Context: an optimization exercise on an open-source flow, tuned for small area, a short achievable clock period and few clock cycles. The choices shown serve that exercise and are no tape-out recipe.
Where RTL was checked, it was by simulation tests only, not by an equivalence proof against the original.
For run 1, only the layout was checked, not whether the RTL still works.
Power is estimated from default activity; no workload was simulated.

[flow/design.v]
module instr_decoder (
    input  logic [16-1:0] instruction,
    output logic [3:0]              cls
);
    localparam logic [3:0] C_NOP = 4'd0, C_ADD = 4'd1, C_ADC = 4'd2, C_SUB = 4'd3,
                           C_AND = 4'd4, C_EOR = 4'd5, C_OR  = 4'd6, C_MOV = 4'd7,
                           C_LDI = 4'd8, C_NEG = 4'd9, C_LD  = 4'd10, C_ST = 4'd11;
    always_comb begin
        casez (instruction)
            16'b0000_11??_????_????: cls = C_ADD;
            16'b0001_11??_????_????: cls = C_ADC;
            16'b0001_10??_????_????: cls = C_SUB;
            16'b0010_00??_????_????: cls = C_AND;
            16'b0010_01??_????_????: cls = C_EOR;
            16'b0010_10??_????_????: cls = C_OR;
            16'b0010_11??_????_????: cls = C_MOV;
            16'b1110_????_????_????: cls = C_LDI;
            16'b1001_010?_????_0001: cls = C_NEG;
            16'b1000_000?_????_0000: cls = C_LD;
            16'b1000_001?_????_0000: cls = C_ST;
            default:                 cls = C_NOP;
        endcase
    end
endmodule
module register_file (
    input  logic                       clk,
    input  logic                       clear,
    input  logic [5-1:0] a_addr,
    input  logic [5-1:0] b_addr,
    output logic [8-1:0]     a_data,
    output logic [8-1:0]     b_data,
    output logic [8-1:0]     zl_data,
    output logic [8-1:0]     zh_data,
    input  logic                       wr_en,
    input  logic [5-1:0] wr_addr,
    input  logic [8-1:0]     wr_data
);
    logic [2**5-1:0][8-1:0] regs;
    logic [8-1:0] wd;
    assign wd = wr_data & {8{~clear}};
    always_ff @(posedge clk) begin
        for (int i = 0; i < 2**5; i++)
            if (clear || (wr_en && wr_addr == i[5-1:0]))
                regs[i] <= wd;
    end
    assign a_data  = regs[a_addr];
    assign b_data  = regs[b_addr];
    assign zl_data = regs[30];
    assign zh_data = regs[31];
endmodule
module alu (
    input  logic                   arith,     
    input  logic                   invx,      
    input  logic                   invr,      
    input  logic                   sel_sum,   
    input  logic                   sel_and,
    input  logic                   sel_or,
    input  logic                   sel_y,     
    input  logic [8-1:0] x_in,
    input  logic [8-1:0] y,
    input  logic                   cin,
    output logic [8-1:0] result,
    output logic                   cout,
    output logic                   zero
);
    localparam int W = 8;
    logic [W:0]   c0, c1, c;
    logic [W-1:0] x, yr, s, g, t, k, zb;
    always_comb begin
        x  = x_in ^ {W{invx}};
        yr = y ^ {W{invr}};
        g  = x & y;
        t  = x | y;
        c0[0] = 1'b0;
        c1[0] = 1'b1;
        for (int i = 0; i < W; i++) begin
            c0[i+1] = g[i] | (t[i] & c0[i]);
            c1[i+1] = g[i] | (t[i] & c1[i]);
        end
        c = cin ? c1 : c0;
        for (int i = 0; i < W; i++)
            s[i] = x[i] ^ (yr[i] ^ (c[i] & arith));
    end
    assign cout = c[W];
    assign result = ({W{sel_sum}} & s)
                  | ({W{sel_and}} & g)
                  | ({W{sel_or}}  & t)
                  | ({W{sel_y}}   & y);
    always_comb begin
        k = {(invr ? g[W-2:0] : t[W-2:0]), cin} & {W{arith}};
        for (int i = 0; i < W; i++)
            zb[i] = x[i] ^ (yr[i] ^ k[i]);
    end
    assign zero = (sel_sum & (zb == '0))
                | (sel_and & (g == '0))
                | (sel_or  & (t == '0))
                | (sel_y   & (y == '0));
endmodule
module avr_core (
    input  logic                    clk,
    input  logic                    reset,
    output logic [10-1:0]    program_counter,
    input  logic [16-1:0] instruction,
    output logic [16-1:0]  bus_addr,
    output logic [8-1:0]  bus_wdata,
    input  logic [8-1:0]  bus_rdata,
    output logic                    mem_we,
    output logic                    mem_oe
);
    localparam logic [3:0] C_NOP = 4'd0, C_ADD = 4'd1, C_ADC = 4'd2, C_SUB = 4'd3,
                           C_AND = 4'd4, C_EOR = 4'd5, C_OR  = 4'd6, C_MOV = 4'd7,
                           C_LDI = 4'd8, C_NEG = 4'd9, C_LD  = 4'd10, C_ST = 4'd11;
    logic [3:0]  f_cls;
    logic [11:0] f_raw;
    instr_decoder i_dec (
        .instruction (instruction),
        .cls         (f_cls)
    );
    assign f_raw = instruction[11:0];
    always_ff @(posedge clk or posedge reset) begin
        if (reset)
            program_counter <= '0;
        else
            program_counter <= program_counter + 1'b1;
    end
    logic [4:0] a_addr, b_addr;
    logic [7:0] a_data, b_data, zl, zh;
    logic [7:0] a_val, b_val;
    logic [7:0] e_result;
    logic       e_wr, e_ld, e_cupd;
    logic [4:0] e_rd;
    logic [7:0] e_x, e_y;
    logic       e_arith, e_invx, e_invr, e_sel_sum, e_sel_and, e_sel_or, e_sel_y;
    logic       e_cin1, e_cinc;
    logic       carry;
    assign a_addr = f_raw[8:4];
    assign b_addr = {f_raw[9], f_raw[3:0]};
    register_file i_regs (
        .clk     (clk),
        .clear   (reset),
        .a_addr  (a_addr),
        .b_addr  (b_addr),
        .a_data  (a_data),
        .b_data  (b_data),
        .zl_data (zl),
        .zh_data (zh),
        .wr_en   (e_wr),
        .wr_addr (e_rd),
        .wr_data (e_result)
    );
    assign a_val = (e_wr && e_rd == a_addr) ? e_result : a_data;
    assign b_val = (e_wr && e_rd == b_addr) ? e_result : b_data;
    logic       f_sum_ops;
    assign f_sum_ops = (f_cls == C_ADD) || (f_cls == C_ADC) || (f_cls == C_SUB) || (f_cls == C_NEG);
    always_ff @(posedge clk or posedge reset) begin
        if (reset) begin
            e_wr   <= 1'b0;
            e_ld   <= 1'b0;
            e_cupd <= 1'b0;
        end else begin
            e_wr   <= (f_cls != C_NOP) && (f_cls != C_ST);
            e_ld   <= (f_cls == C_LD);
            e_cupd <= f_sum_ops;
        end
    end
    always_ff @(posedge clk) begin
        e_rd   <= (f_cls == C_LDI) ? {1'b1, f_raw[7:4]} : f_raw[8:4];
        e_x    <= a_val;
        case (f_cls)
            C_LDI:   e_y <= {f_raw[11:8], f_raw[3:0]};
            C_NEG:   e_y <= 8'h00;
            default: e_y <= b_val;
        endcase
        e_arith   <= f_sum_ops;
        e_invx    <= (f_cls == C_SUB) || (f_cls == C_NEG);
        e_invr    <= (f_cls == C_SUB);
        e_sel_sum <= f_sum_ops || (f_cls == C_EOR);
        e_sel_and <= (f_cls == C_AND);
        e_sel_or  <= (f_cls == C_OR);
        e_sel_y   <= (f_cls == C_MOV) || (f_cls == C_LDI);
        e_cin1    <= (f_cls == C_NEG);
        e_cinc    <= (f_cls == C_ADC);
    end
    logic [7:0] alu_result;
    logic       alu_cout, alu_zero, e_zero;
    logic       zh_zero, zl_ok, zh_zero_n, zl_ok_n, zwin_n;
    logic       oe_q, we_q;
    alu i_alu (
        .arith   (e_arith),
        .invx    (e_invx),
        .invr    (e_invr),
        .sel_sum (e_sel_sum),
        .sel_and (e_sel_and),
        .sel_or  (e_sel_or),
        .sel_y   (e_sel_y),
        .x_in    (e_x),
        .y       (e_y),
        .cin     (e_cin1 | (e_cinc & carry)),
        .result  (alu_result),
        .cout    (alu_cout),
        .zero    (alu_zero)
    );
    assign zh_zero_n = (e_wr && e_rd == 31) ? e_zero : zh_zero;
    assign zl_ok_n   = (e_wr && e_rd == 30) ? (e_result[7] ^ e_result[6]) : zl_ok;
    assign zwin_n    = zh_zero_n & zl_ok_n;
    always_ff @(posedge clk or posedge reset) begin
        if (reset) begin
            zh_zero <= 1'b1;
            zl_ok   <= 1'b0;
            oe_q    <= 1'b0;
            we_q    <= 1'b0;
        end else begin
            zh_zero <= zh_zero_n;
            zl_ok   <= zl_ok_n;
            oe_q    <= (f_cls == C_LD) && zwin_n;
            we_q    <= (f_cls == C_ST) && zwin_n;
        end
    end
    assign e_result = e_ld ? (bus_rdata & {8{oe_q}}) : alu_result;
    assign e_zero   = e_ld ? ((bus_rdata & {8{oe_q}}) == 8'h00) : alu_zero;
    always_ff @(posedge clk or posedge reset) begin
        if (reset)
            carry <= 1'b0;
        else if (e_cupd)
            carry <= alu_cout ^ e_cin1;
    end
    assign bus_addr  = {zh, zl};
    assign bus_wdata = e_x;
    assign mem_we    = we_q;
    assign mem_oe    = oe_q;
endmodule
[flow/run.sh]
#!/bin/bash
# synth_recipe.tcl (not shown) runs the flow's synth.tcl, then flattens the netlist and writes it again
# the make line also repeats each setting of config.mk as NAME=value (left out here)
make -C /OpenROAD-flow-scripts/flow DESIGN_CONFIG=/design/flow/config.mk WORK_HOME=/design/flow/orfs CLKGATE_MAP_FILE= SYNTH_SCRIPT=/design/flow/synth_recipe.tcl finish
[flow/config.mk]
export PLATFORM = sky130hd
export DESIGN_NAME = avr_core
export DESIGN_NICKNAME = avr_core
export VERILOG_FILES = /design/flow/design.v
export SDC_FILE = /design/flow/constraint.sdc
export NUM_CORES = 4
export LEC_CHECK = 0
export CAP_MARGIN = 20
export CORE_MARGIN = 2
export CORE_UTILIZATION = 40
export CTS_BUF_LIST = sky130_fd_sc_hd__clkbuf_4 sky130_fd_sc_hd__clkbuf_8
export SETUP_SLACK_MARGIN = 2.5
export SLEW_MARGIN = 20
[flow/constraint.sdc]
create_clock -name core_clock -period 5.0 [get_ports {clk}]
set_input_delay 1.0000 -clock core_clock [delete_from_list [all_inputs] [get_ports {clk}]]
set_output_delay 1.0000 -clock core_clock [all_outputs]
set_load 0.01 [all_outputs]
==> results of run 1 <==
## state kept, by name (all words and copies together), names as in the netlist, 5 cells and up
name	count
i_regs.regs	256
program_counter	10
e_x	8
e_y	8
e_rd	5
## through the flow
| step | setup WS (ns) | area (um2) | hold slack (ns) | util, % | power (uW) |
|---|---|---|---|---|---|
| final | 2.126 | 19940 | 0.4724 | 51.35 | 6394 |
| after global routing | 2.021 | 19940 | 0.4922 | 51.35 | 6609 |
| after floorplan | 2.160 | 16230 | 0.4958 | - | 3788 |
| after global placement | 1.045 | 16890 | 0.4656 | 43.49 | 4100 |
| after detailed placement | 0.9936 | 16890 | 0.4654 | 43.49 | 4111 |
| after CTS | 2.213 | 19290 | 0.4712 | 49.69 | 6279 |
## Yosys cell counts (all sizes together) (4+ instances only)
master  count  share of area [%]
edfxtp    256                 49
mux4      160                 23
nand2      98                2.3
clkbuf     55                1.3
o21ai      47                1.5
nor2       45                1.1
buf        43                1.8
a21oi      38                1.2
dfxtp      30                3.8
xnor2      27                1.5
xor2       23                1.5
nand3      20               0.63
dfrtp      17                2.7
nand2b     17               0.67
a211oi     16               0.79
inv        15               0.36
nor3       15               0.47
mux2i      12               0.76
nor2b      11               0.43
nor4       10               0.43
or2        10               0.40
a21o        5               0.24
and3        5               0.20
o211ai      5               0.24
o22ai       5               0.20
a211o       4               0.22
a31o        4               0.22
and2        4               0.16
maj3        4               0.25
nor3b       4               0.19
o31ai       4               0.22
## repair_timing
action / 4_1_cts / 5_1_grt
pin swaps: 33 / 27
setup endpoints to repair: 569 / 250
gates cloned: 17 / 7
buffers inserted: 69 / 25
gates resized for setup: 186 / 69
hold buffers: 0 / 0
## cell type report
cell class / instances / area [um2]
clock buffer: 59 / 755.7
clock inverter: 32 / 147.6
fill: 3178 / 18890
inverter: 18 / 75.07
multi-input combinational: 653 / 7337
sequential: 304 / 8792
tap: 518 / 648.1
timing repair buffer: 183 / 2181
## power groups by stage
stage	Clock [uW]	Sequential (uW)	Combinational (uW)
5_1_grt	2150	3100	1360
3_3_place_gp	0	3130	970
2_1_floorplan	0	3030	762
6_report	2010	3080	1300
3_5_place_dp	0	3130	977
4_1_cts	2030	3080	1170
## worst max-delay path: stages (launching register included)
cell and delay, ns:
dfxtp_4 0.37, buf_12 0.13, buf_12 0.13, xor2_4 0.20
a22o_1 0.20, a211oi_2 0.06, o31ai_2 0.32, o21ai_2 0.18
or4_4 0.46, and3_4 0.23, buf_6 0.13, mux2_4 0.27
o21ai_2 0.11
## cells by family after synthesis
logic type                 share of synthesized area [%]
DFF                                                55.22
AOI/OAI and AO/OA                                  6.403
and+or+nand+nor                                    7.708
muxes                                              23.74
xor gates and xnor gates                           3.075
adders and majority gates                         0.3320
buffers and inverters                              3.526
## layer usage
metal  share of wire [%]  up-vias  wire length (um)  track usage [%]
li1                    -     4525                 -                -
met1                  40     5727             20500            34.67
met2                  48      607             24320            38.21
met3                 9.3      108              4750            4.494
met4                 3.1        0              1597            6.648
met5                   0        -                 0                0
## final timing paths
path	end	cells past startpoint
worst min-delay path	program_counter[9]$_DFF_PP0_	1
worst max-delay path	e_y[6]$_DFF_P_	12
max in group asynchronous	zh_zero$_DFF_PP1_	3
min in group asynchronous	e_wr$_DFF_PP0_	3
worst min register to register	program_counter[9]$_DFF_PP0_	1
worst max register to register	e_y[6]$_DFF_P_	12
==> results.yml, run 1 <==
status:
  outcome: "complete, no violations"
placement:
  hpwl_mm: 30.55
  placed_cells: 1557
  globalplace.congestion: 0.8699
  io_buffers: 61
global_route:
  grt_pass1_wl_mm: 72.63
  grt_max_degree: 68
  grt_overflow: 0
  antenna_found_initial: 0
  first_global_vias: 10570
  grt_use_total_pct: 24.23
sta:
  tns_ns: 0
  post-route-min-period_ns: 2.874
  worst_pin_slew_ns: 0.8264
  finalHoldViolCount: 0
  period_share_pct: 57.48
  skew_ns: 0.02116
  drv_slew: 0
  rsz0062_at_grt: "yes"
  timing.fmax_ghz: 0.3479
  setup_violations: 0
  relSlewSlack_pct: 44.91
yosys:
  syn_inst: 1060
  async_flop_share_pct: 5.921
  synth_nets: 1087
  ys_ff_latch: 304
  synth_flop_cell: "edfxtp_1"
  synth_edf_count: 256
  avgSynthCellArea_um2: 14.93
  syn_area_mm2: 0.01583
  synthDistinctLibCells: 74
  yosysSeqAreaShare_pct: 55.22
  yosys_warnings: 4
pwr:
  cell_internal_pwr_uw: 4554
  ir_drop_mv: 0.2067
  clock_power_share_pct: 31.5
  swShare_pct: 28.78
  p_seq_share_pct: 48.2
  power_density_mw_per_mm2: 320.7
  p_switching_uw: 1840
  power_leakage_uw: 0.007208
  p_comb_share_pct: 20.3
clocking:
  cts_tree: "done"
  clk_pin_slew_ns: 0.06
  cts-buffers-inserted: 50
  cts_root_buf: "clkbuf_8"
  clkLatencyLatePin_ns: 0.58
  cts_sinks: 304
  cts_buffer_depth: 3
  h-tree-depth: 2
die:
  die_h_um: 202.9
  ioPinCount: 62
  rows: 72
  dieArea_mm2: 0.04118
  start_util_pct: 40.76
  coreArea_mm2: 0.03883
  die_x_um: 202.9
cells_and_area:
  area_delta_synth_final_pct: 25.96
  final_common_cell: "edfxtp_1"
  final_cells: 1767
  final_cell_mix: "256 x edfxtp_1, 160 x mux4_2, 92 x nand2_1, 62 x buf_4, 50 x clkbuf_8"
  drive_gt1_share_pct: 40.51
  antenna_cells: 0
  layout.nets: 1237
detailed_routing:
  route.vias.total: 10970
  wl_mm: 51.17
  drc: 0
  drt-initial-drc-count: 1257
  ant_nets: 0
  viasPerCell: 6.207
  wl_per_cell_um: 28.96
  first_pass_iters: 5
setup_path:
  crit_fanout: 6
  worstSetupPathType: "flop to flop"
  cp-start-kind: "flop"
  crit_arrival_ns: 3.38
  r2r_slack_ns: 2.13
  r2r_start: "e_invx$_DFF_P_"
  cp.required_ns: 5.51
  crit_path_end_kind: "flop"
  critPathLaunch: "e_invx$_DFF_P_"
flow_run:
  drv_cap: 0
hold_path:
  hold_start: "program_counter[9]$_DFF_PP0_"
  hold_path_class: "flop to flop"
==> inputs of run 2 (changes only) <==
--- a/flow/design.v
+++ b/flow/design.v
@@ -50,13 +50,12 @@
 endmodule
 module alu (
     input  logic                   arith,     
-    input  logic                   invx,      
     input  logic                   invr,      
     input  logic                   sel_sum,   
     input  logic                   sel_and,
     input  logic                   sel_or,
     input  logic                   sel_y,     
-    input  logic [8-1:0] x_in,
+    input  logic [8-1:0] x,         
     input  logic [8-1:0] y,
     input  logic                   cin,
     output logic [8-1:0] result,
@@ -65,9 +64,8 @@
 );
     localparam int W = 8;
     logic [W:0]   c0, c1, c;
-    logic [W-1:0] x, yr, s, g, t, k, zb;
+    logic [W-1:0] yr, s, g, t, k, zb;
     always_comb begin
-        x  = x_in ^ {W{invx}};
         yr = y ^ {W{invr}};
         g  = x & y;
         t  = x | y;
@@ -130,7 +128,7 @@
     logic       e_wr, e_ld, e_cupd;
     logic [4:0] e_rd;
     logic [7:0] e_x, e_y;
-    logic       e_arith, e_invx, e_invr, e_sel_sum, e_sel_and, e_sel_or, e_sel_y;
+    logic       e_arith, e_invr, e_sel_sum, e_sel_and, e_sel_or, e_sel_y;
     logic       e_cin1, e_cinc;
     logic       carry;
     assign a_addr = f_raw[8:4];
@@ -165,14 +163,13 @@
     end
     always_ff @(posedge clk) begin
         e_rd   <= (f_cls == C_LDI) ? {1'b1, f_raw[7:4]} : f_raw[8:4];
-        e_x    <= a_val;
+        e_x    <= a_val ^ {8{(f_cls == C_SUB) || (f_cls == C_NEG)}};
         case (f_cls)
             C_LDI:   e_y <= {f_raw[11:8], f_raw[3:0]};
             C_NEG:   e_y <= 8'h00;
             default: e_y <= b_val;
         endcase
         e_arith   <= f_sum_ops;
-        e_invx    <= (f_cls == C_SUB) || (f_cls == C_NEG);
         e_invr    <= (f_cls == C_SUB);
         e_sel_sum <= f_sum_ops || (f_cls == C_EOR);
         e_sel_and <= (f_cls == C_AND);
@@ -187,13 +184,12 @@
     logic       oe_q, we_q;
     alu i_alu (
         .arith   (e_arith),
-        .invx    (e_invx),
         .invr    (e_invr),
         .sel_sum (e_sel_sum),
         .sel_and (e_sel_and),
         .sel_or  (e_sel_or),
         .sel_y   (e_sel_y),
-        .x_in    (e_x),
+        .x       (e_x),
         .y       (e_y),
         .cin     (e_cin1 | (e_cinc & carry)),
         .result  (alu_result),
==> flow/flow/run.sh (new file) <==
#!/bin/bash
# Standard layout, with plain buffers (instead of delay cells) on the ports.
# Synthesis runs first, exactly as the standard flow does it.
set -euo pipefail
bash standard.sh synth > synth.log 2>&1
export BUFFER_PORTS_ARGS="-buffer_cell sky130_fd_sc_hd__buf_2"
bash standard.sh finish > finish.log 2>&1
==> flow/standard.sh (new file) <==
#!/bin/bash
# synth_recipe.tcl (not shown) runs the flow's synth.tcl, then flattens the netlist and writes it again
# the make line also repeats each setting of config.mk as NAME=value (left out here)
make -C /OpenROAD-flow-scripts/flow DESIGN_CONFIG=/design/flow/config.mk WORK_HOME=/design/flow/orfs CLKGATE_MAP_FILE= SYNTH_SCRIPT=/design/flow/synth_recipe.tcl "${@:-finish}"
--- a/flow/config.mk
+++ b/flow/config.mk
@@ -8,6 +8,8 @@
 export CAP_MARGIN = 20
 export CORE_MARGIN = 2
 export CORE_UTILIZATION = 40
-export CTS_BUF_LIST = sky130_fd_sc_hd__clkbuf_4 sky130_fd_sc_hd__clkbuf_8
+export CTS_BUF_LIST = sky130_fd_sc_hd__clkbuf_8 sky130_fd_sc_hd__clkbuf_16
+export CTS_CLUSTER_DIAMETER = 100
+export CTS_CLUSTER_SIZE = 30
 export SETUP_SLACK_MARGIN = 2.5
 export SLEW_MARGIN = 20
removed: flow/run.sh
==> results.yml, run 2 <==
detailed_routing:
  route.vias.total: 9712
  wl_per_cell_um: 28.66
  drc: 0
  drt-initial-drc-count: 975
  wl_mm: 44.74
  viasPerCell: 6.222
  first_pass_iters: 6
  ant_nets: 0
setup_path:
  cp.required_ns: 5.39
  crit_fanout: 6
  crit_path_end_kind: "flop"
  cp-start-kind: "primary input"
  r2r_start: "e_y[4]$_DFF_P_"
  reg2reg_to: "i_regs.regs[188]$_DFFE_PP_"
  r2r_slack_ns: 2.50
  worstSetupPathType: "primary input to flop"
  crit_arrival_ns: 3.02
  r2r_cells: 8
yosys:
  synthDistinctLibCells: 74
  synth_compound_area_share_pct: 6.584
  avgSynthCellArea_um2: 15.76
  synth_most_common_cell: "edfxtp_1"
  synth_nets: 1011
  synth_edf_count: 256
  synthAdderAreaFrac_pct: 0.2098
  yosysSeqAreaShare_pct: 56.23
  synth_commonest_cells: "256 x edfxtp_1, 160 x mux4_2, 67 x nand2_1, 45 x clkbuf_1"
  synth_top_area_share_pct: 49.57
  ys_ff_latch: 303
  syn_inst: 984
  synthXorXnorAreaFrac_pct: 3.203
  yosys.area.top_type: "edfxtp_1"
  async_flop_share_pct: 5.941
  yosys_warnings: 4
  yosys-top-cells-area: "edfxtp_1 50%, mux4_2 23%, dfxtp_1 3.7%"
  synth_flop_cell: "edfxtp_1"
  synthMuxAreaShare_pct: 23.83
  syn_area_mm2: 0.01551
  synthSimpleGateAreaFrac_pct: 6.576
  synth_top_family_by_area: "multiplexers"
cells_and_area:
  nFillCells: 3315
  largest_reg_flops: 256
  drive_gt1_share_pct: 38.77
  final_common_cell: "edfxtp_1"
  largest-register: "i_regs.regs"
  reg_top3: "i_regs.regs (256), program_counter (10)"
  final_cell_mix: "256 x edfxtp_1, 160 x mux4_2, 59 x nand2_1, 55 x buf_2, 36 x buf_4"
  layout.nets: 1061
  final_util_pct: 46.40
  area_delta_synth_final_pct: 15.10
sta:
  timing.fmax_ghz: 0.3789
  rsz0062_at_grt: "yes"
  skew_ns: 0.04444
  setup_violations: 0
  relSlewSlack_pct: 39.19
  fin_ws_ns: 2.361
  post-route-min-period_ns: 2.639
  period_share_pct: 52.78
  worst_pin_slew_ns: 0.9088
  tns_ns: 0
  drv_slew: 0
  finalHoldViolCount: 0
die:
  rows: 72
  die_h_um: 200.9
  die_x_um: 200.9
  start_util_pct: 40.31
  ioPinCount: 62
  dieArea_mm2: 0.04036
  coreArea_mm2: 0.03847
placement:
  hpwl_mm: 27.55
  io_buffers: 61
  place_ws_ns: 1.104
  globalplace.congestion: 0.8852
hold_path:
  hold_end: "carry$_DFFE_PP0P_"
  hold_start: "e_cupd$_DFF_PP0_"
  hold_path_class: "flop to flop"
  hold_path_depth: 1
pwr:
  power_leakage_uw: 0.006253
  power_density_mw_per_mm2: 310.3
  ir_drop_mv: 0.1846
global_route:
  grt_pass1_wl_mm: 65.50
  antenna_found_initial: 1
  grt_use_total_pct: 21.93
  first_global_vias: 9658
  grt_overflow: 0
  grt_max_degree: 68
clocking:
  clkLatencyLatePin_ns: 0.54
  clk_pin_slew_ns: 0.12
  h-tree-depth: 1
  hold_buffers: 0
  cts_root_buf: "clkbuf_16"
  cts_buffer_depth: 3
  cts_tree: "done"
  cts-buffers-inserted: 14
  cts_sinks: 303
flow_run:
  drv_cap: 0
status:
  outcome: "complete, no violations"
## run 2: cell types whose count changed in the layout (fill, tap and decap cells not counted), sizes merged, moves of 8 or more
cell | before | now
xnor2 | 27 | 36
o21ai | 47 | 37
nand2b | 17 | 6
nand2 | 98 | 67
nor3 | 15 | 7
clkbuf | 63 | 17
and2 | 13 | 5
nor2 | 49 | 27
clkinv | 31 | 1
dlygate4sd2 | 33 | 0
clkdlybuf4s50 | 14 | 0
## run 2: power breakdown
part           internal [uW]  switching (uW)  total, uW
clock network            566             801       1370
logic                    528             562       1090
registers               2930             156       3080
total                   4020            1520       5540
## run 2: how the worst max path moves through the flow
stage,startpoint,to,cells past startpoint
CTS,instruction[4],e_x[3]$_DFF_P_,9
global route,instruction[4],e_x[7]$_DFF_P_,9
global placement,instruction[0],e_y[4]$_DFF_P_,6
finish,instruction[4],e_x[5]$_DFF_P_,9
detailed placement,instruction[0],e_y[5]$_DFF_P_,7
floorplan,instruction[0],e_y[6]$_DFF_P_,8
## run 2: final cells by class
cell class | count | area [um2] | share of cell area (%)
Inverter | 14 | 57.56 | 0.3224
Timing Repair Buffer | 127 | 1381 | 7.739
Clock inverter | 9 | 58.81 | 0.3295
Antenna cell | 1 | 2.502 | 0.01402
Clock buffer | 15 | 375.4 | 2.103
Tap cell | 518 | 648.1 | 3.631
Multi-Input combinational cell | 574 | 6568 | 36.79
Sequential cell | 303 | 8758 | 49.07
## run 2: what timing repair did
action,4_1_cts,5_1_grt
cloned,15,3
resized for setup,77,62
pin swaps,13,13
setup buffers,14,15
setup endpoints to repair,279,379
endpoints found under the hold margin,0,0
## run 2: per-stage QoR
step                      std cells  area (um2)  hold WS (ns)  power [uW]
after floorplan                 984       15730        0.4181        3778
after global placement         1489       16250        0.4268        4044
after detailed placement       1489       16260        0.4332        4058
after CTS                      1542       17470        0.4443        5501
after global routing           1560       17850        0.4727        5745
final                          1561       17850        0.4625        5538
## run 2: cells by family after synthesis
| logic type | count (synthesis) |
|---|---|
| flip-flops | 303 |
| AND/OR/NAND/NOR | 199 |
| multiplexers | 169 |
| AO/OA/AOI/OAI | 149 |
| buffers and inverters | 109 |
| XOR/XNOR | 52 |
| adder cells (fa/ha/maj) | 3 |
## run 2: metal layers
metal / GRT usage [%] / vias to the layer above / share of wire, %
met5: 0 / - / 0
met4: 5.291 / 0 / 2.6
met3: 3.766 / 66 / 7.8
met2: 35.63 / 489 / 48
met1: 30.97 / 5072 / 41
li1: - / 4085 / -
## run 2: worst max-delay path, stage by stage
cell and delay (ns):
buf_16 0.10, buf_16 0.16, buf_16 0.16, mux4_2 0.52, mux4_2 0.48, nor2b_1 0.14, a211oi_1 0.22, a21oi_1 0.09
xor2_1 0.15
Testbench counts of run 2, summed over its fixed seeds: cycles 14,784.
==> inputs of run 3 (changes only) <==
--- a/flow/config.mk
+++ b/flow/config.mk
@@ -9,7 +9,7 @@
 export CORE_MARGIN = 2
 export CORE_UTILIZATION = 40
 export CTS_BUF_LIST = sky130_fd_sc_hd__clkbuf_8 sky130_fd_sc_hd__clkbuf_16
-export CTS_CLUSTER_DIAMETER = 100
+export CTS_CLUSTER_DIAMETER = 60
 export CTS_CLUSTER_SIZE = 30
 export SETUP_SLACK_MARGIN = 2.5
 export SLEW_MARGIN = 20
==> results.yml, run 3 <==
pwr:
  power_leakage_uw: 0.006540
  clock_power_share_pct: 34.1
  p_seq_share_pct: 48.4
  swShare_pct: 29.28
  cell_internal_pwr_uw: 4507
  ir_drop_mv: 0.2650
  p_comb_share_pct: 17.4
  p_switching_uw: 1866
  power_density_mw_per_mm2: 344.7
yosys:
  avgSynthCellArea_um2: 15.76
  synth_most_common_cell: "edfxtp_1"
  synth_commonest_cells: "256 x edfxtp_1, 160 x mux4_2, 67 x nand2_1, 45 x clkbuf_1"
  synth_nets: 1011
  ys_ff_latch: 303
  async_flop_share_pct: 5.941
  synth_flop_cell: "edfxtp_1"
  synthDistinctLibCells: 74
  yosys-top-cells-area: "edfxtp_1 50%, mux4_2 23%, dfxtp_1 3.7%"
  synth_top_area_share_pct: 49.57
  syn_inst: 984
  yosys_warnings: 4
  yosysSeqAreaShare_pct: 56.23
  synth_edf_count: 256
  yosys.area.top_type: "edfxtp_1"
  syn_area_mm2: 0.01551
clocking:
  cts_buffer_depth: 3
  cts_tree: "done"
  h-tree-depth: 1
  cts_sinks: 303
  cts-buffers-inserted: 25
  cts_root_buf: "clkbuf_16"
  clk_pin_slew_ns: 0.09
  clkLatencyLatePin_ns: 0.56
  hold_buffers: 0
detailed_routing:
  ant_nets: 0
  drt-initial-drc-count: 1138
  wl_mm: 45.24
  viasPerCell: 6.193
  route.vias.total: 9847
  first_pass_iters: 8
  drc: 0
  wl_per_cell_um: 28.45
global_route:
  grt_overflow: 0
  grt_max_degree: 68
  antenna_found_initial: 2
  first_global_vias: 9813
  grt_use_total_pct: 21.96
  grt_pass1_wl_mm: 65.64
die:
  die_h_um: 200.9
  dieArea_mm2: 0.04036
  ioPinCount: 62
  start_util_pct: 40.31
  rows: 72
  die_x_um: 200.9
  coreArea_mm2: 0.03847
placement:
  globalplace.congestion: 0.8852
  dpl-instance-area_mm2: 0.01626
  hpwl_mm: 27.55
  place_ws_ns: 1.104
  io_buffers: 61
setup_path:
  cp_slowest_stage_delay_ns: 0.54
  critPathBufInv: 4
  reg2reg_to: "i_regs.regs[240]$_DFFE_PP_"
  crit_arrival_ns: 3.10
  cp.required_ns: 5.49
  crit_slowest_cell: "mux4_2"
  worstSetupPathType: "primary input to flop"
  r2r_start: "e_y[0]$_DFF_P_"
  r2r_cells: 7
  crit_fanout: 6
  cp-start-kind: "primary input"
  path_cells: "buf_16 > buf_12 > buf_12 > buf_16 > mux4_2 > mux4_2 > mux2i_2 > nor2_1 > a21oi_1 > xnor2_1"
  crit_path_end_kind: "flop"
  r2r_slack_ns: 2.54
  cpLargestDelayFamily: "multiplexers"
sta:
  period_share_pct: 52.22
  timing.fmax_ghz: 0.3830
  post-route-min-period_ns: 2.611
  setup_violations: 0
  fin_ws_ns: 2.389
  skew_ns: 0.02522
  worst_pin_slew_ns: 0.9101
  finalHoldViolCount: 0
  relSlewSlack_pct: 39.10
  drv_slew: 0
  rsz0062_at_grt: "yes"
  tns_ns: 0
cells_and_area:
  final_common_cell: "edfxtp_1"
  layout.nets: 1080
  largest_reg_flops: 256
  area_delta_synth_final_pct: 19.25
  antenna_cells: 0
  nFillCells: 3236
  final_cell_mix: "256 x edfxtp_1, 160 x mux4_2, 57 x nand2_1, 56 x buf_2, 39 x buf_4"
  largest-register: "i_regs.regs"
  finalInstanceArea_mm2: 0.01849
  drive_gt1_share_pct: 41.14
  reg_top3: "i_regs.regs (256), program_counter (10)"
hold_path:
  hold_path_depth: 1
  hold_path_class: "flop to flop"
  hold_start: "e_cupd$_DFF_PP0_"
  hold_end: "carry$_DFFE_PP0P_"
status:
  outcome: "complete, no violations"
flow_run:
  drv_cap: 0
-- run 3: cell counts after synthesis --
Identical to the previous run, type by type.
-- run 3: worst max path at each step --
stage	slack [ns]	to	startpoint	cells past startpoint
detailed placement	1.10	e_y[5]$_DFF_P_	instruction[0]	7
global placement	1.22	e_y[4]$_DFF_P_	instruction[0]	6
CTS	2.37	e_x[3]$_DFF_P_	instruction[4]	9
global route	2.36	e_y[5]$_DFF_P_	carry$_DFFE_PP0P_	9
floorplan	2.13	e_y[6]$_DFF_P_	instruction[0]	8
finish	2.39	e_x[3]$_DFF_P_	instruction[4]	10
-- run 3: routing by layer --
layer	part of all wire (%)	global-route usage, %
met5	0.029	0
met4	2.8	5.265
met3	8.9	4.448
met2	48	35.53
met1	40	30.69
-- run 3: power groups by stage --
stage | clock, uW | sequential [uW] | combinational [uW]
finish | 2180 | 3090 | 1110
global route | 2310 | 3110 | 1180
CTS | 2200 | 3080 | 1020
detailed placement | 0 | 3140 | 923
global placement | 0 | 3130 | 914
floorplan | 0 | 3040 | 738
-- run 3: final cells by class --
class,instances,area [um2],share of cell area (%)
repair buffers,135,1491,8.065
flip-flops and latches,303,8757,47.35
clock buffers,25,625.6,3.383
clock inverters,21,305.3,1.651
multi-input cells,574,6608,35.73
well taps,518,648.1,3.505
inverters,14,57.56,0.3112
-- run 3: worst reg2reg max path, cell delays in order, from the launching register on --
cell	delay, ns
dfxtp_4	0.39
buf_4	0.17
xnor2_1	0.24
xnor2_1	0.17
xnor2_1	0.14
a221oi_1	0.09
o21ai_0	0.51
and2_4	0.49
-- run 3: logic make-up (layout without fill, tap and decap cells) --
logic type | Yosys count | count (layout) | synth area share, %
adders and majority gates | 3 | 3 | 0.2098
DFF | 303 | 303 | 56.23
xor gates and xnor gates | 52 | 52 | 3.203
and+or+nand+nor | 199 | 201 | 6.576
AOI/OAI and AO/OA | 149 | 149 | 6.584
muxes | 169 | 169 | 23.83
buffers and inverters | 109 | 195 | 3.373
-- run 3: repair_timing --
| item | in CTS | in global routing |
|---|---|---|
| setup buffers | 11 | 26 |
| cloned | 15 | 3 |
| pin swaps | 11 | 11 |
| setup endpoints to repair | 279 | 379 |
| gates resized for setup | 71 | 61 |
-- run 3: metrics by stage --
stage | hold slack, ns | instances | total power, uW | util, %
2_1_floorplan | 0.4181 | 984 | 3778 | -
3_3_place_gp | 0.4268 | 1489 | 4044 | 42.26
3_5_place_dp | 0.4332 | 1489 | 4058 | 42.27
4_1_cts | 0.4450 | 1561 | 6300 | 46.67
5_1_grt | 0.4603 | 1590 | 6593 | 48.07
6_report | 0.4465 | 1590 | 6374 | 48.07
==> inputs of run 4 (changes only) <==
--- a/flow/config.mk
+++ b/flow/config.mk
@@ -9,7 +9,7 @@
 export CORE_MARGIN = 2
 export CORE_UTILIZATION = 40
 export CTS_BUF_LIST = sky130_fd_sc_hd__clkbuf_8 sky130_fd_sc_hd__clkbuf_16
-export CTS_CLUSTER_DIAMETER = 60
-export CTS_CLUSTER_SIZE = 30
-export SETUP_SLACK_MARGIN = 2.5
+export CTS_CLUSTER_DIAMETER = 100
+export CTS_CLUSTER_SIZE = 26
+export SETUP_SLACK_MARGIN = 2.7
 export SLEW_MARGIN = 20
==> results.yml, run 4 <==
placement:
  hpwl_mm: 27.87
  io_buffers: 61
  dpl-instance-area_mm2: 0.01636
  globalplace.congestion: 0.9248
sta:
  worst_pin_slew_ns: 0.9621
  setup_violations: 0
  timing.fmax_ghz: 0.3919
  rsz0062_at_grt: "yes"
  drv_slew: 0
  tns_ns: 0
  post-route-min-period_ns: 2.551
  relSlewSlack_pct: 35.62
  period_share_pct: 51.03
  skew_ns: 0.02031
  finalHoldViolCount: 0
yosys:
  yosysSeqAreaShare_pct: 56.23
  synth_top_area_share_pct: 49.57
  yosys_warnings: 4
  syn_inst: 984
  ys_ff_latch: 303
  synthDistinctLibCells: 74
  async_flop_share_pct: 5.941
  yosys-top-cells-area: "edfxtp_1 50%, mux4_2 23%, dfxtp_1 3.7%"
  yosys.area.top_type: "edfxtp_1"
  synth_flop_cell: "edfxtp_1"
  synth_most_common_cell: "edfxtp_1"
  synth_edf_count: 256
  synth_nets: 1011
  synth_commonest_cells: "256 x edfxtp_1, 160 x mux4_2, 67 x nand2_1, 45 x clkbuf_1"
  avgSynthCellArea_um2: 15.76
  syn_area_mm2: 0.01551
clocking:
  h-tree-depth: 1
  cts-buffers-inserted: 15
  clk_pin_slew_ns: 0.11
  cts_sinks: 303
  cts_tree: "done"
  clkLatencyLatePin_ns: 0.51
  cts_root_buf: "clkbuf_16"
  hold_buffers: 0
  cts_buffer_depth: 3
cells_and_area:
  finalInstanceArea_mm2: 0.01862
  largest-register: "i_regs.regs"
  area_delta_synth_final_pct: 20.06
  largest_reg_flops: 256
  final_cell_mix: "256 x edfxtp_1, 160 x mux4_2, 61 x nand2_1, 53 x buf_2, 50 x buf_4"
  final_common_cell: "edfxtp_1"
  layout.nets: 1100
  antenna_cells: 0
  drive_gt1_share_pct: 42.65
  reg_top3: "i_regs.regs (256), program_counter (10)"
detailed_routing:
  route.vias.total: 10030
  first_pass_iters: 5
  viasPerCell: 6.275
  drt-initial-drc-count: 1214
  ant_nets: 0
  wl_mm: 46.12
  wl_per_cell_um: 28.85
  drc: 0
die:
  start_util_pct: 40.31
  die_h_um: 200.9
  coreArea_mm2: 0.03847
  rows: 72
  ioPinCount: 62
  die_x_um: 200.9
  dieArea_mm2: 0.04036
hold_path:
  hold_start: "e_cupd$_DFF_PP0_"
  hold_path_class: "flop to flop"
setup_path:
  r2r_cells: 7
  crit_path_end_kind: "flop"
  crit_fanout: 7
  reg2reg_to: "oe_q$_DFF_PP0_"
  crit_arrival_ns: 2.95
  r2r_slack_ns: 2.57
  worstSetupPathType: "primary input to flop"
  setup.worst_path.end: "e_x[4]$_DFF_P_"
  cp-start-kind: "primary input"
  critPathLaunch: "instruction[4]"
  r2r_start: "e_wr$_DFF_PP0_"
  cp.required_ns: 5.40
global_route:
  grt_pass1_wl_mm: 67.27
  grt_max_degree: 57
  grt_use_total_pct: 22.60
  antenna_found_initial: 0
  grt_overflow: 0
  first_global_vias: 9753
pwr:
  finalPower_uw: 5645
  power_leakage_uw: 0.006565
  power_density_mw_per_mm2: 303.2
  ir_drop_mv: 0.2426
status:
  outcome: "complete, no violations"
flow_run:
  drv_cap: 0
-- run 4: area by class of cell --
class | count | area (um2)
Clock buffer | 15 | 375.4
Multi-Input combinational cell | 580 | 6893
Fill cell | 3253 | 19850
Sequential cell | 303 | 8786
Inverter | 14 | 71.32
Timing Repair Buffer | 159 | 1799
Tap cell | 518 | 648.1
Clock inverter | 10 | 45.04
-- run 4: how the worst min path moves through the flow --
stage | end | slack (ns) | cells past startpoint
4_1_cts | carry$_DFFE_PP0P_ | 0.44 | 1
3_5_place_dp | carry$_DFFE_PP0P_ | 0.43 | 1
5_1_grt | carry$_DFFE_PP0P_ | 0.46 | 1
6_report | carry$_DFFE_PP0P_ | 0.44 | 1
3_3_place_gp | carry$_DFFE_PP0P_ | 0.42 | 1
2_1_floorplan | carry$_DFFE_PP0P_ | 0.42 | 1
-- run 4: worst max-delay path, cell delays in order --
cell and delay (ns):
buf_16 0.16, buf_16 0.16, mux4_2 0.52, mux4_2 0.50, mux2_4 0.31, nand2_4 0.07
o31ai_4 0.06, xor2_1 0.15
-- run 4: through the flow --
step / hold slack, ns / setup slack, ns / cells / utilization [%]
2_1_floorplan: 0.4181 / 2.134 / 984 / -
3_3_place_gp: 0.4244 / 1.114 / 1488 / 42.49
3_5_place_dp: 0.4347 / 1.088 / 1489 / 42.54
4_1_cts: 0.4401 / 2.400 / 1573 / 47.16
5_1_grt: 0.4560 / 2.406 / 1599 / 48.40
6_report: 0.4427 / 2.449 / 1599 / 48.40
-- run 4: cell families after synthesis --
group	synth area share (%)
compound gates	6.584
xor+xnor	3.203
fa+ha+maj	0.2098
buf+inv	3.373
flops	56.23
mux	23.83
simple gates	6.576
-- run 4: power by group --
group / internal, uW / leakage (uW) / switching (uW) / total (uW)
clock: 559 / 0.000239 / 787 / 1350
combinational: 600 / 0.00321 / 613 / 1210
sequential: 2930 / 0.00311 / 160 / 3090
total: 4090 / 0.00657 / 1560 / 5650
-- run 4: routing by layer --
| metal | wire (um) | vias up | share of wire (%) | GRT usage, % |
|---|---|---|---|---|
| met5 | 0 | - | 0 | 0 |
| met2 | 21540 | 564 | 47 | 35.37 |
| met3 | 4324 | 80 | 9.4 | 4.854 |
| met1 | 19120 | 5200 | 41 | 32.52 |
| met4 | 1138 | 0 | 2.5 | 5.317 |
| li1 | - | 4189 | - | - |
-- run 4: timing repair --
action	CTS	global route
setup endpoints to repair	462	361
gates resized for setup	153	53
pin swaps	33	26
gates cloned	23	4
setup buffers	36	22
==> inputs of run 5 (changes only) <==
--- a/flow/config.mk
+++ b/flow/config.mk
@@ -11,5 +11,6 @@
 export CTS_BUF_LIST = sky130_fd_sc_hd__clkbuf_8 sky130_fd_sc_hd__clkbuf_16
 export CTS_CLUSTER_DIAMETER = 100
 export CTS_CLUSTER_SIZE = 26
-export SETUP_SLACK_MARGIN = 2.7
+export PLACE_DENSITY = 0.8
+export SETUP_SLACK_MARGIN = 2.5
 export SLEW_MARGIN = 20
==> results.yml, run 5 <==
setup_path:
  crit_arrival_ns: 2.98
  cp.required_ns: 5.41
  setup.worst_path.end: "e_x[4]$_DFF_P_"
  critPathLaunch: "instruction[4]"
  reg2reg_to: "oe_q$_DFF_PP0_"
  crit_path_end_kind: "flop"
  cp-start-kind: "primary input"
  worstSetupPathType: "primary input to flop"
  r2r_cells: 7
  r2r_start: "e_x[5]$_DFF_P_"
  r2r_slack_ns: 2.49
  crit_fanout: 8
clocking:
  cts_sinks: 303
  cts_root_buf: "clkbuf_16"
  clkLatencyLatePin_ns: 0.52
  cts-buffers-inserted: 15
  hold_buffers: 0
  clk_pin_slew_ns: 0.10
  cts_buffer_depth: 3
  cts_tree: "done"
  h-tree-depth: 1
sta:
  timing.fmax_ghz: 0.3893
  rsz0062_at_grt: "yes"
  worst_pin_slew_ns: 1.214
  period_share_pct: 51.38
  hold_ws_ns: 0.4565
  drv_slew: 0
  post-route-min-period_ns: 2.569
  tns_ns: 0
  skew_ns: 0.02742
  finalHoldViolCount: 0
  setup_violations: 0
  relSlewSlack_pct: 18.52
cells_and_area:
  layout.nets: 1044
  reg_top3: "i_regs.regs (256), program_counter (10)"
  drive_gt1_share_pct: 36.94
  final_cell_mix: "256 x edfxtp_1, 160 x mux4_2, 66 x nand2_1, 53 x buf_2, 32 x a21oi_1"
  area_delta_synth_final_pct: 13.59
  largest_reg_flops: 256
  final_cells: 1545
  largest-register: "i_regs.regs"
  final_common_cell: "edfxtp_1"
yosys:
  synth_most_common_cell: "edfxtp_1"
  avgSynthCellArea_um2: 15.76
  synthDistinctLibCells: 74
  synth_top_area_share_pct: 49.57
  synth_nets: 1011
  syn_inst: 984
  syn_area_mm2: 0.01551
  yosys.area.top_type: "edfxtp_1"
  synth_flop_cell: "edfxtp_1"
  yosysSeqAreaShare_pct: 56.23
  yosys_warnings: 4
  synth_commonest_cells: "256 x edfxtp_1, 160 x mux4_2, 67 x nand2_1, 45 x clkbuf_1"
  synth_edf_count: 256
  ys_ff_latch: 303
  async_flop_share_pct: 5.941
  yosys-top-cells-area: "edfxtp_1 50%, mux4_2 23%, dfxtp_1 3.7%"
placement:
  io_buffers: 61
  hpwl_mm: 27.09
  placed_cells: 1486
  globalplace.congestion: 0.9329
global_route:
  antenna_found_initial: 3
  grt_max_degree: 54
  grt_use_total_pct: 20.96
  grt_pass1_wl_mm: 63.95
  grt_overflow: 0
  first_global_vias: 9889
detailed_routing:
  wl_mm: 43.61
  drc: 0
  ant_nets: 0
  first_pass_iters: 8
  wl_per_cell_um: 28.23
  viasPerCell: 6.489
  route.vias.total: 10030
  drt-initial-drc-count: 1488
pwr:
  swShare_pct: 27.26
  p_switching_uw: 1501
  power_leakage_uw: 0.006125
  power_density_mw_per_mm2: 312.5
  ir_drop_mv: 0.2745
  p_comb_share_pct: 18.9
  p_seq_share_pct: 56.5
  cell_internal_pwr_uw: 4004
  clock_power_share_pct: 24.6
die:
  start_util_pct: 40.31
  rows: 72
  die_h_um: 200.9
  ioPinCount: 62
  die_x_um: 200.9
  coreArea_mm2: 0.03847
  dieArea_mm2: 0.04036
flow_run:
  drv_cap: 0
hold_path:
  hold_path_class: "flop to flop"
status:
  outcome: "complete, no violations"
-- run 5: worst min path at each step --
stage	from	to	slack, ns	cells past startpoint
global placement	e_cupd$_DFF_PP0_	carry$_DFFE_PP0P_	0.43	1
detailed placement	e_cupd$_DFF_PP0_	carry$_DFFE_PP0P_	0.45	1
finish	e_cupd$_DFF_PP0_	carry$_DFFE_PP0P_	0.46	1
CTS	e_cupd$_DFF_PP0_	carry$_DFFE_PP0P_	0.46	1
floorplan	e_cupd$_DFF_PP0_	carry$_DFFE_PP0P_	0.42	1
global route	e_cupd$_DFF_PP0_	carry$_DFFE_PP0P_	0.47	1
-- run 5: per-stage QoR --
| step | power [uW] | util [%] | worst slack, ns | cell area [um2] |
|---|---|---|---|---|
| after detailed placement | 4046 | 42.17 | 1.125 | 16220 |
| after CTS | 5443 | 44.87 | 2.421 | 17260 |
| final | 5504 | 45.79 | 2.431 | 17610 |
| after global placement | 4008 | 42.14 | 1.163 | 16210 |
| after global routing | 5672 | 45.79 | 2.379 | 17610 |
| after floorplan | 3778 | - | 2.134 | 15730 |
-- run 5: area by class of cell --
| type | count | area, um2 |
|---|---|---|
| Multi-Input combinational cell | 576 | 6604 |
| Inverter | 14 | 57.56 |
| Sequential cell | 303 | 8772 |
| Fill cell | 3232 | 20850 |
| Clock inverter | 10 | 47.55 |
| Timing Repair Buffer | 107 | 1094 |
| Antenna cell | 1 | 2.502 |
| Tap cell | 518 | 648.1 |
| Clock buffer | 16 | 389.1 |
-- run 5: kinds of logic (layout without fill, tap and decap cells) --
group,Yosys count,count (layout),synth area share [%]
AO/OA/AOI/OAI,149,149,6.584
XOR/XNOR,52,52,3.203
adder cells (fa/ha/maj),3,3,0.2098
buffers and inverters,109,147,3.373
flip-flops,303,303,56.23
multiplexers,169,169,23.83
other,0,1,0
AND/OR/NAND/NOR,199,203,6.576
-- run 5: metal layers --
layer / GRT usage (%) / vias up / part of all wire, %
met5: 0 / - / 0.055
met4: 6.005 / 4 / 2.8
met3: 6.088 / 107 / 14
met2: 33.03 / 801 / 47
met1: 28.44 / 5050 / 36
li1: - / 4063 / -
-- run 5: worst max-delay path: stages --
cell     delay, ns
buf_16        0.13
buf_16        0.15
buf_12        0.11
mux4_2        0.51
mux4_2        0.50
mux2_4        0.30
nand2_2       0.06
o31ai_2       0.06
xor2_1        0.16
-- run 5: power by group through the flow --
stage / Sequential, uW / Clock (uW) / Combinational (uW)
2_1_floorplan: 3040 / 0 / 738
3_3_place_gp: 3120 / 0 / 884
5_1_grt: 3120 / 1450 / 1100
3_5_place_dp: 3140 / 0 / 904
6_report: 3110 / 1360 / 1040
4_1_cts: 3090 / 1370 / 980
-- run 5: repair_timing --
item | in CTS | in global routing
endpoints found under the setup margin | 303 | 253
pin swaps | 8 | 18
gates cloned | 10 | 3
gates resized for setup | 85 | 52
buffers inserted | 6 | 13
==> inputs of run 6 (changes only) <==
--- a/flow/config.mk
+++ b/flow/config.mk
@@ -11,6 +11,5 @@
 export CTS_BUF_LIST = sky130_fd_sc_hd__clkbuf_8 sky130_fd_sc_hd__clkbuf_16
 export CTS_CLUSTER_DIAMETER = 100
 export CTS_CLUSTER_SIZE = 26
-export PLACE_DENSITY = 0.8
 export SETUP_SLACK_MARGIN = 2.5
 export SLEW_MARGIN = 20
==> results.yml, run 6 <==
status:
  outcome: "complete, no violations"
cells_and_area:
  final_cell_mix: "256 x edfxtp_1, 160 x mux4_2, 55 x buf_2, 54 x nand2_1, 39 x buf_4"
  largest_reg_flops: 256
  largest-register: "i_regs.regs"
  reg_top3: "i_regs.regs (256), program_counter (10)"
  final_common_cell: "edfxtp_1"
  seqCellArea_mm2: 0.008756
  drive_gt1_share_pct: 39.01
  area_delta_synth_final_pct: 15.82
  layout.nets: 1070
  multiInputGateArea_mm2: 0.006569
  nFillCells: 3303
sta:
  drv_slew: 0
  finalHoldViolCount: 0
  worst_pin_slew_ns: 0.8893
  fin_ws_ns: 2.368
  setup_violations: 0
  tns_ns: 0
  period_share_pct: 52.64
  relSlewSlack_pct: 40.49
  rsz0062_at_grt: "yes"
  post-route-min-period_ns: 2.632
  timing.fmax_ghz: 0.3800
  skew_ns: 0.02177
setup_path:
  cp.required_ns: 5.44
  cp-start-kind: "primary input"
  r2r_slack_ns: 2.58
  crit_fanout: 6
  worstSetupPathType: "primary input to flop"
  crit_arrival_ns: 3.07
  crit_path_end_kind: "flop"
placement:
  io_buffers: 61
  hpwl_mm: 27.55
  globalplace.congestion: 0.8852
  place_ws_ns: 1.104
clocking:
  cts_root_buf: "clkbuf_16"
  cts_sinks: 303
  h-tree-depth: 1
  cts_tree: "done"
  clk_pin_slew_ns: 0.10
  cts_buffer_depth: 3
  cts-buffers-inserted: 15
  clkLatencyLatePin_ns: 0.51
die:
  coreArea_mm2: 0.03847
  die_h_um: 200.9
  rows: 72
  dieArea_mm2: 0.04036
  start_util_pct: 40.31
  die_x_um: 200.9
  ioPinCount: 62
yosys:
  synth_most_common_cell: "edfxtp_1"
  yosys_warnings: 4
  yosys-top-cells-area: "edfxtp_1 50%, mux4_2 23%, dfxtp_1 3.7%"
  syn_area_mm2: 0.01551
  ys_ff_latch: 303
  syn_inst: 984
  synth_top_area_share_pct: 49.57
  synth_edf_count: 256
  synth_nets: 1011
  yosysSeqAreaShare_pct: 56.23
  async_flop_share_pct: 5.941
  synth_flop_cell: "edfxtp_1"
  synthDistinctLibCells: 74
  synth_commonest_cells: "256 x edfxtp_1, 160 x mux4_2, 67 x nand2_1, 45 x clkbuf_1"
  yosys.area.top_type: "edfxtp_1"
  avgSynthCellArea_um2: 15.76
global_route:
  grt_use_total_pct: 21.87
  first_global_vias: 9685
  grt_pass1_wl_mm: 65.22
  grt_max_degree: 54
  grt_overflow: 0
  antenna_found_initial: 4
detailed_routing:
  viasPerCell: 6.232
  drc: 0
  wl_per_cell_um: 28.66
  drt-initial-drc-count: 1015
  route.vias.total: 9785
  wl_mm: 45.00
  first_pass_iters: 5
  ant_nets: 0
pwr:
  power_leakage_uw: 0.006334
  power_density_mw_per_mm2: 308.5
  finalPower_uw: 5542
  ir_drop_mv: 0.1742
flow_run:
  drv_cap: 0
hold_path:
  hold_path_class: "flop to flop"
-- run 6: kinds of logic (layout without fill, tap and decap cells) --
kind of cell,Yosys count,after routing,synth area share (%)
adder cells (fa/ha/maj),3,3,0.2098
multiplexers,169,169,23.83
other,0,1,0
flip-flops,303,303,56.23
XOR/XNOR,52,52,3.203
buffers and inverters,109,174,3.373
AO/OA/AOI/OAI,149,149,6.584
AND/OR/NAND/NOR,199,201,6.576
-- run 6: what timing repair did --
action,in CTS,in global routing
hold buffers,0,0
endpoints found under the setup margin,280,374
gates cloned,15,3
setup buffers,13,24
gates resized for setup,76,58
hold endpoints to repair,0,0
pin swaps,11,17
-- run 6: final timing paths --
| kind | endpoint | start | depth (start not counted) |
|---|---|---|---|
| worst max-delay path | e_x[3]$_DFF_P_ | instruction[4] | 9 |
| worst min-delay path | carry$_DFFE_PP0P_ | e_cupd$_DFF_PP0_ | 1 |
| max in group asynchronous | e_wr$_DFF_PP0_ | reset | 2 |
| worst min register to register | carry$_DFFE_PP0P_ | e_cupd$_DFF_PP0_ | 1 |
| min in group asynchronous | e_wr$_DFF_PP0_ | reset | 2 |
| worst max register to register | i_regs.regs[185]$_DFFE_PP_ | e_y[1]$_DFF_P_ | 8 |
-- run 6: worst max-delay path, cell delays in order --
cell     delay (ns)
buf_16         0.13
buf_12         0.11
buf_16         0.13
mux4_2         0.54
mux4_2         0.54
mux2i_2        0.22
nor2_1         0.07
a21oi_1        0.17
xnor2_1        0.13
-- run 6: area by class of cell --
class / count / area share, %
Timing Repair Buffer: 135 / 8.394
Clock inverter: 10 / 0.2508
Sequential cell: 303 / 48.75
Antenna cell: 1 / 0.01393
Tap cell: 518 / 3.608
Clock buffer: 15 / 2.090
Inverter: 14 / 0.3204
Multi-Input combinational cell: 574 / 36.57
-- run 6: layer usage --
metal / track usage [%] / vias up / wire length [um]
li1: - / 4101 / -
met1: 30.45 / 5051 / 18190
met2: 35.13 / 540 / 21650
met3: 3.896 / 91 / 3851
met4: 6.905 / 2 / 1295
met5: 0 / - / 13
-- run 6: stage by stage --
stage          area, um2  hold slack, ns  cells  util (%)
6_report           17960          0.4532   1570     46.69
5_1_grt            17960          0.4635   1570     46.69
4_1_cts            17450          0.4475   1542     45.36
3_5_place_dp       16260          0.4332   1489     42.27
3_3_place_gp       16250          0.4268   1489     42.26
2_1_floorplan      15730          0.4181    984         -
-- run 6: report_power, final --
part	internal [uW]	switching [uW]
logic	540	560
clock network	559	795
registers	2930	162
==> inputs of run 7 (changes only) <==
--- a/flow/config.mk
+++ b/flow/config.mk
@@ -11,5 +11,7 @@
 export CTS_BUF_LIST = sky130_fd_sc_hd__clkbuf_8 sky130_fd_sc_hd__clkbuf_16
 export CTS_CLUSTER_DIAMETER = 100
 export CTS_CLUSTER_SIZE = 26
+export GPL_ROUTABILITY_DRIVEN = 0
+export PLACE_DENSITY = 0.8
 export SETUP_SLACK_MARGIN = 2.5
 export SLEW_MARGIN = 20
==> results.yml, run 7 <==
sta:
  period_share_pct: 50.56
  timing.fmax_ghz: 0.3956
  skew_ns: 0.02400
  setup_violations: 0
  tns_ns: 0
  rsz0062_at_grt: "yes"
  finalHoldViolCount: 0
  worst_pin_slew_ns: 1.126
  post-route-min-period_ns: 2.528
  relSlewSlack_pct: 24.43
  drv_slew: 0
  hold_ws_ns: 0.4479
cells_and_area:
  final_common_cell: "edfxtp_1"
  final_cell_mix: "256 x edfxtp_1, 160 x mux4_2, 66 x nand2_1, 53 x buf_2, 33 x buf_4"
  largest_reg_flops: 256
  reg_top3: "i_regs.regs (256), program_counter (10)"
  drive_gt1_share_pct: 37.61
  final_util_pct: 46.13
  nFillCells: 3183
  area_delta_synth_final_pct: 14.43
  largest-register: "i_regs.regs"
  layout.nets: 1056
  finalInstanceArea_mm2: 0.01774
pwr:
  power_leakage_uw: 0.006185
  ir_drop_mv: 0.1853
  power_density_mw_per_mm2: 314.6
  finalPower_uw: 5582
yosys:
  synth_flop_cell: "edfxtp_1"
  synth_commonest_cells: "256 x edfxtp_1, 160 x mux4_2, 67 x nand2_1, 45 x clkbuf_1"
  syn_inst: 984
  yosysSeqAreaShare_pct: 56.23
  avgSynthCellArea_um2: 15.76
  synth_most_common_cell: "edfxtp_1"
  yosys-top-cells-area: "edfxtp_1 50%, mux4_2 23%, dfxtp_1 3.7%"
  synth_nets: 1011
  syn_area_mm2: 0.01551
  synth_edf_count: 256
  synthDistinctLibCells: 74
  synth_top_area_share_pct: 49.57
  ys_ff_latch: 303
  async_flop_share_pct: 5.941
  yosys.area.top_type: "edfxtp_1"
  yosys_warnings: 4
setup_path:
  crit_slowest_cell: "a2111oi_0"
  cp-start-kind: "primary input"
  crit_fanout: 16
  path_cells: "clkbuf_4 > xor2_1 > nor4_1 > and3_4 > a211oi_2 > a2111oi_0 > a21o_1"
  crit_path_end_kind: "flop"
  crit_arrival_ns: 2.98
  worstSetupPathType: "primary input to flop"
  critPathBufInv: 1
  cpLargestDelayFamily: "compound AO/OA/AOI/OAI gates"
  cp.required_ns: 5.46
  cp_slowest_stage_delay_ns: 0.50
detailed_routing:
  drc: 0
  route.vias.total: 10340
  drt-initial-drc-count: 1696
  ant_nets: 0
  viasPerCell: 6.629
  wl_mm: 45.30
  wl_per_cell_um: 29.06
  first_pass_iters: 5
placement:
  hpwl_mm: 27.31
  dpl-instance-area_mm2: 0.01620
  io_buffers: 61
flow_run:
  drv_cap: 0
status:
  outcome: "complete, no violations"
global_route:
  antenna_found_initial: 2
  grt_overflow: 0
  grt_use_total_pct: 21.20
  first_global_vias: 9826
  grt_max_degree: 54
  grt_pass1_wl_mm: 64.54
clocking:
  hold_buffers: 0
  cts-buffers-inserted: 15
  cts_tree: "done"
  cts_buffer_depth: 3
  cts_root_buf: "clkbuf_16"
  clkLatencyLatePin_ns: 0.52
  cts_sinks: 303
  h-tree-depth: 1
  clk_pin_slew_ns: 0.10
die:
  die_x_um: 200.9
  rows: 72
  ioPinCount: 62
  dieArea_mm2: 0.04036
  die_h_um: 200.9
  coreArea_mm2: 0.03847
  start_util_pct: 40.31
hold_path:
  hold_path_class: "flop to flop"
## run 7: cell counts after synthesis
Identical to the previous run, type by type.
## run 7: metrics by stage
step / setup slack (ns) / cells
finish: 2.472 / 1559
global route: 2.417 / 1556
CTS: 2.329 / 1532
detailed placement: 1.144 / 1480
global placement: 1.196 / 1479
floorplan: 2.134 / 984
## run 7: report_power, final
part	switching, uW	leakage [uW]	internal, uW
clock network	806	0.000240	588
logic	561	0.00283	520
registers	178	0.00311	2930
total	1540	0.00619	4040
## run 7: cells by family (layout without fill, tap and decap cells)
| kind of cell | after synthesis | after routing | share of synthesized area (%) |
|---|---|---|---|
| buffers and inverters | 109 | 157 | 3.373 |
| other | 0 | 4 | 0 |
| flip-flops | 303 | 303 | 56.23 |
| adder cells (fa/ha/maj) | 3 | 3 | 0.2098 |
| XOR/XNOR | 52 | 52 | 3.203 |
| multiplexers | 169 | 169 | 23.83 |
| AO/OA/AOI/OAI | 149 | 149 | 6.584 |
| AND/OR/NAND/NOR | 199 | 204 | 6.576 |
## run 7: worst reg2reg max path, cell delays in order, from the launching register on
cell and delay, ns:
dfrtp_1 0.42, a21o_4 0.24, maj3_1 0.41, o221ai_1 0.26, xnor2_1 0.14, o221ai_2 0.44, and2_4 0.37
## run 7: cell type report
type,count,area (um2),share of cell area [%]
flip-flops and latches,303,8767,49.41
multi-input cells,577,6623,37.32
repair buffers,118,1199,6.755
well taps,518,648.1,3.653
clock buffers,16,400.4,2.256
inverters,14,60.06,0.3385
clock inverters,9,37.54,0.2115
diodes,4,10.01,0.05641
## run 7: worst paths after layout
| kind | depth (start not counted) | slack, ns | end | startpoint |
|---|---|---|---|---|
| worst min register to register | 1 | 0.45 | carry$_DFFE_PP0P_ | e_cupd$_DFF_PP0_ |
| worst max-delay path | 7 | 2.47 | e_y[5]$_DFF_P_ | instruction[3] |
| worst max register to register | 6 | 2.54 | i_regs.regs[162]$_DFFE_PP_ | carry$_DFFE_PP0P_ |
| max in group asynchronous | 2 | 3.73 | e_ld$_DFF_PP0_ | reset |
| worst min-delay path | 1 | 0.45 | carry$_DFFE_PP0P_ | e_cupd$_DFF_PP0_ |
| min in group asynchronous | 2 | 0.85 | e_wr$_DFF_PP0_ | reset |
## run 7: timing repair
item | CTS | global route
gates cloned | 11 | 5
resized for setup | 92 | 44
setup endpoints to repair | 294 | 275
pin swaps | 10 | 18
buffers inserted | 16 | 18
## run 7: layer usage
layer / share of wire, % / GRT usage [%] / vias to the layer above
met2: 46 / 33.07 / 899
met3: 16 / 5.584 / 129
li1: - / - / 4089
met5: 0 / 0 / -
met4: 3.9 / 6.720 / 0
met1: 35 / 29.19 / 5218
==> inputs of run 8 (changes only) <==
--- a/flow/config.mk
+++ b/flow/config.mk
@@ -12,6 +12,6 @@
 export CTS_CLUSTER_DIAMETER = 100
 export CTS_CLUSTER_SIZE = 26
 export GPL_ROUTABILITY_DRIVEN = 0
-export PLACE_DENSITY = 0.8
+export PLACE_DENSITY = 0.9
 export SETUP_SLACK_MARGIN = 2.5
 export SLEW_MARGIN = 20
==> results.yml, run 8 <==
yosys:
  synth_edf_count: 256
  synthMuxAreaShare_pct: 23.83
  syn_area_mm2: 0.01551
  synthAdderAreaFrac_pct: 0.2098
  synthDistinctLibCells: 74
  synth_compound_area_share_pct: 6.584
  synth_flop_cell: "edfxtp_1"
  yosys_warnings: 4
  yosys-top-cells-area: "edfxtp_1 50%, mux4_2 23%, dfxtp_1 3.7%"
  syn_inst: 984
  synth_top_family_by_area: "multiplexers"
  synth_commonest_cells: "256 x edfxtp_1, 160 x mux4_2, 67 x nand2_1, 45 x clkbuf_1"
  synth_nets: 1011
  synth_top_area_share_pct: 49.57
  avgSynthCellArea_um2: 15.76
  yosysSeqAreaShare_pct: 56.23
  synthXorXnorAreaFrac_pct: 3.203
  synthSimpleGateAreaFrac_pct: 6.576
  synth_most_common_cell: "edfxtp_1"
  async_flop_share_pct: 5.941
  ys_ff_latch: 303
  yosys.area.top_type: "edfxtp_1"
pwr:
  power_leakage_uw: 0.006219
  ir_drop_mv: 0.1960
  power_density_mw_per_mm2: 311.3
  finalPower_uw: 5552
hold_path:
  hold_path_class: "flop to flop"
  hold_end: "carry$_DFFE_PP0P_"
  hold_path_depth: 1
  hold_start: "e_cupd$_DFF_PP0_"
sta:
  relSlewSlack_pct: 26.75
  period_share_pct: 52.82
  skew_ns: 0.02102
  drv_slew: 0
  post-route-min-period_ns: 2.641
  rsz0062_at_grt: "yes"
  tns_ns: 0
  worst_pin_slew_ns: 1.091
  setup_violations: 0
  finalHoldViolCount: 0
  timing.fmax_ghz: 0.3787
placement:
  io_buffers: 61
  hpwl_mm: 27.39
global_route:
  grt_overflow: 0
  first_global_vias: 10250
  grt_max_degree: 54
  grt_use_total_pct: 21.30
  antenna_found_initial: 5
  grt_pass1_wl_mm: 65.63
cells_and_area:
  final_common_cell: "edfxtp_1"
  area_delta_synth_final_pct: 14.99
  layout.nets: 1059
  drive_gt1_share_pct: 37.94
  seqCellArea_mm2: 0.008766
  final_cell_mix: "256 x edfxtp_1, 160 x mux4_2, 67 x nand2_1, 54 x buf_2"
  nFillCells: 3125
  largest_reg_flops: 256
  largest-register: "i_regs.regs"
  multiInputGateArea_mm2: 0.006673
  reg_top3: "i_regs.regs (256), program_counter (10)"
detailed_routing:
  drt-initial-drc-count: 1587
  ant_nets: 0
  drc: 0
  viasPerCell: 6.700
  wl_mm: 45.29
  route.vias.total: 10460
  first_pass_iters: 7
  wl_per_cell_um: 29.01
setup_path:
  worstSetupPathType: "primary input to flop"
  r2r_cells: 8
  crit_fanout: 5
  r2r_slack_ns: 2.50
  crit_path_end_kind: "flop"
  crit_arrival_ns: 3.09
  cp-start-kind: "primary input"
  r2r_start: "e_y[1]$_DFF_P_"
  reg2reg_to: "i_regs.regs[190]$_DFFE_PP_"
  cp.required_ns: 5.45
die:
  start_util_pct: 40.31
  die_x_um: 200.9
  coreArea_mm2: 0.03847
  dieArea_mm2: 0.04036
  ioPinCount: 62
  die_h_um: 200.9
  rows: 72
clocking:
  h-tree-depth: 1
  cts_tree: "done"
  cts-buffers-inserted: 15
  clkLatencyLatePin_ns: 0.52
  cts_sinks: 303
  clk_pin_slew_ns: 0.11
  cts_buffer_depth: 3
  cts_root_buf: "clkbuf_16"
flow_run:
  drv_cap: 0
status:
  outcome: "complete, no violations"
[run 8: how the worst max path moves through the flow]
stage | from | end | slack (ns) | depth (start not counted)
2_1_floorplan | instruction[0] | e_y[6]$_DFF_P_ | 2.13 | 8
3_3_place_gp | instruction[0] | e_y[3]$_DFF_P_ | 1.20 | 8
3_5_place_dp | instruction[0] | e_y[3]$_DFF_P_ | 1.13 | 8
4_1_cts | instruction[4] | e_x[2]$_DFF_P_ | 2.35 | 10
5_1_grt | instruction[4] | e_x[3]$_DFF_P_ | 2.32 | 10
6_report | instruction[4] | e_x[3]$_DFF_P_ | 2.36 | 10
[run 8: cell type report]
class	instances	share of cell area, %
Inverter	14	0.3228
Antenna cell	2	0.02807
Clock inverter	11	0.3017
Clock buffer	15	2.105
Multi-Input combinational cell	578	37.42
Sequential cell	303	49.16
Tap cell	518	3.635
Timing Repair Buffer	120	7.031
[run 8: where the power goes]
group	switching, uW	internal, uW	total [uW]
clock	780	563	1340
combinational	564	527	1090
sequential	188	2930	3120
[run 8: worst max-delay path, stage by stage]
cell and delay [ns]:
buf_16 0.09, buf_16 0.12, buf_12 0.12, buf_16 0.12
mux4_2 0.53, mux4_2 0.54, mux2i_1 0.22, nor2_1 0.09
a21oi_2 0.13, xnor2_1 0.12
[run 8: cells by family (layout without fill, tap and decap cells)]
group / Yosys count / in the layout
flip-flops: 303 / 303
AND/OR/NAND/NOR: 199 / 205
multiplexers: 169 / 169
AO/OA/AOI/OAI: 149 / 149
buffers and inverters: 109 / 160
XOR/XNOR: 52 / 52
adder cells (fa/ha/maj): 3 / 3
other: 0 / 2
[run 8: per-layer routing]
metal  global-route usage (%)  part of all wire (%)  up-vias
met4                    7.751                   5.0        4
met5                        0                 0.060        -
met2                    34.78                    47      937
met3                    5.666                    13      207
li1                         -                     -     4100
met1                    27.48                    34     5211
[run 8: metrics by stage]
stage	hold slack [ns]	util (%)	setup slack, ns	area [um2]	instances
2_1_floorplan	0.4181	-	2.134	15730	984
3_3_place_gp	0.4265	42.20	1.198	16230	1488
3_5_place_dp	0.4580	42.20	1.126	16230	1488
4_1_cts	0.4727	45.34	2.352	17440	1539
5_1_grt	0.4999	46.35	2.323	17830	1560
6_report	0.4719	46.36	2.359	17830	1561
[run 8: repair_timing]
item | 4_1_cts | 5_1_grt
pin swaps | 13 | 22
setup buffers | 14 | 15
gates cloned | 11 | 5
hold buffers | 0 | 0
setup endpoints to repair | 280 | 226
resized for setup | 105 | 45

[re-timing with driven ports]
The results above use ideal ports. As a check the final layouts listed here were re-extracted and re-timed, cells and wires unchanged.
Step 1, drivers: a clkbuf_16 drives clk and a buf_2 each remaining input, both assumed.
Step 2 times the ports against the registers' clock, not the clock port: input delays grow and output delays shrink by t, the midpoint of the rising clock arrivals with the driver on.
Three values: ideal ports, drivers, drivers and shift; two values: the first two.
run | t, ns | slack for setup (ns)
run 1 | 0.615 | 2.126 / 2.126 / 1.720
run 2 | 0.565 | 2.361 / 2.278 / 1.713
run 3 | 0.601 | 2.389 / 2.212 / 1.610
run 4 | 0.545 | 2.449 / 2.070 / 1.525
run 5 | 0.556 | 2.431 / 2.232 / 1.675
run 6 | 0.552 | 2.368 / 2.155 / 1.602
run 7 | 0.559 | 2.472 / 2.243 / 1.684
run 8 | 0.557 | 2.359 / 2.259 / 1.701
After both steps every run listed still meets setup and hold.
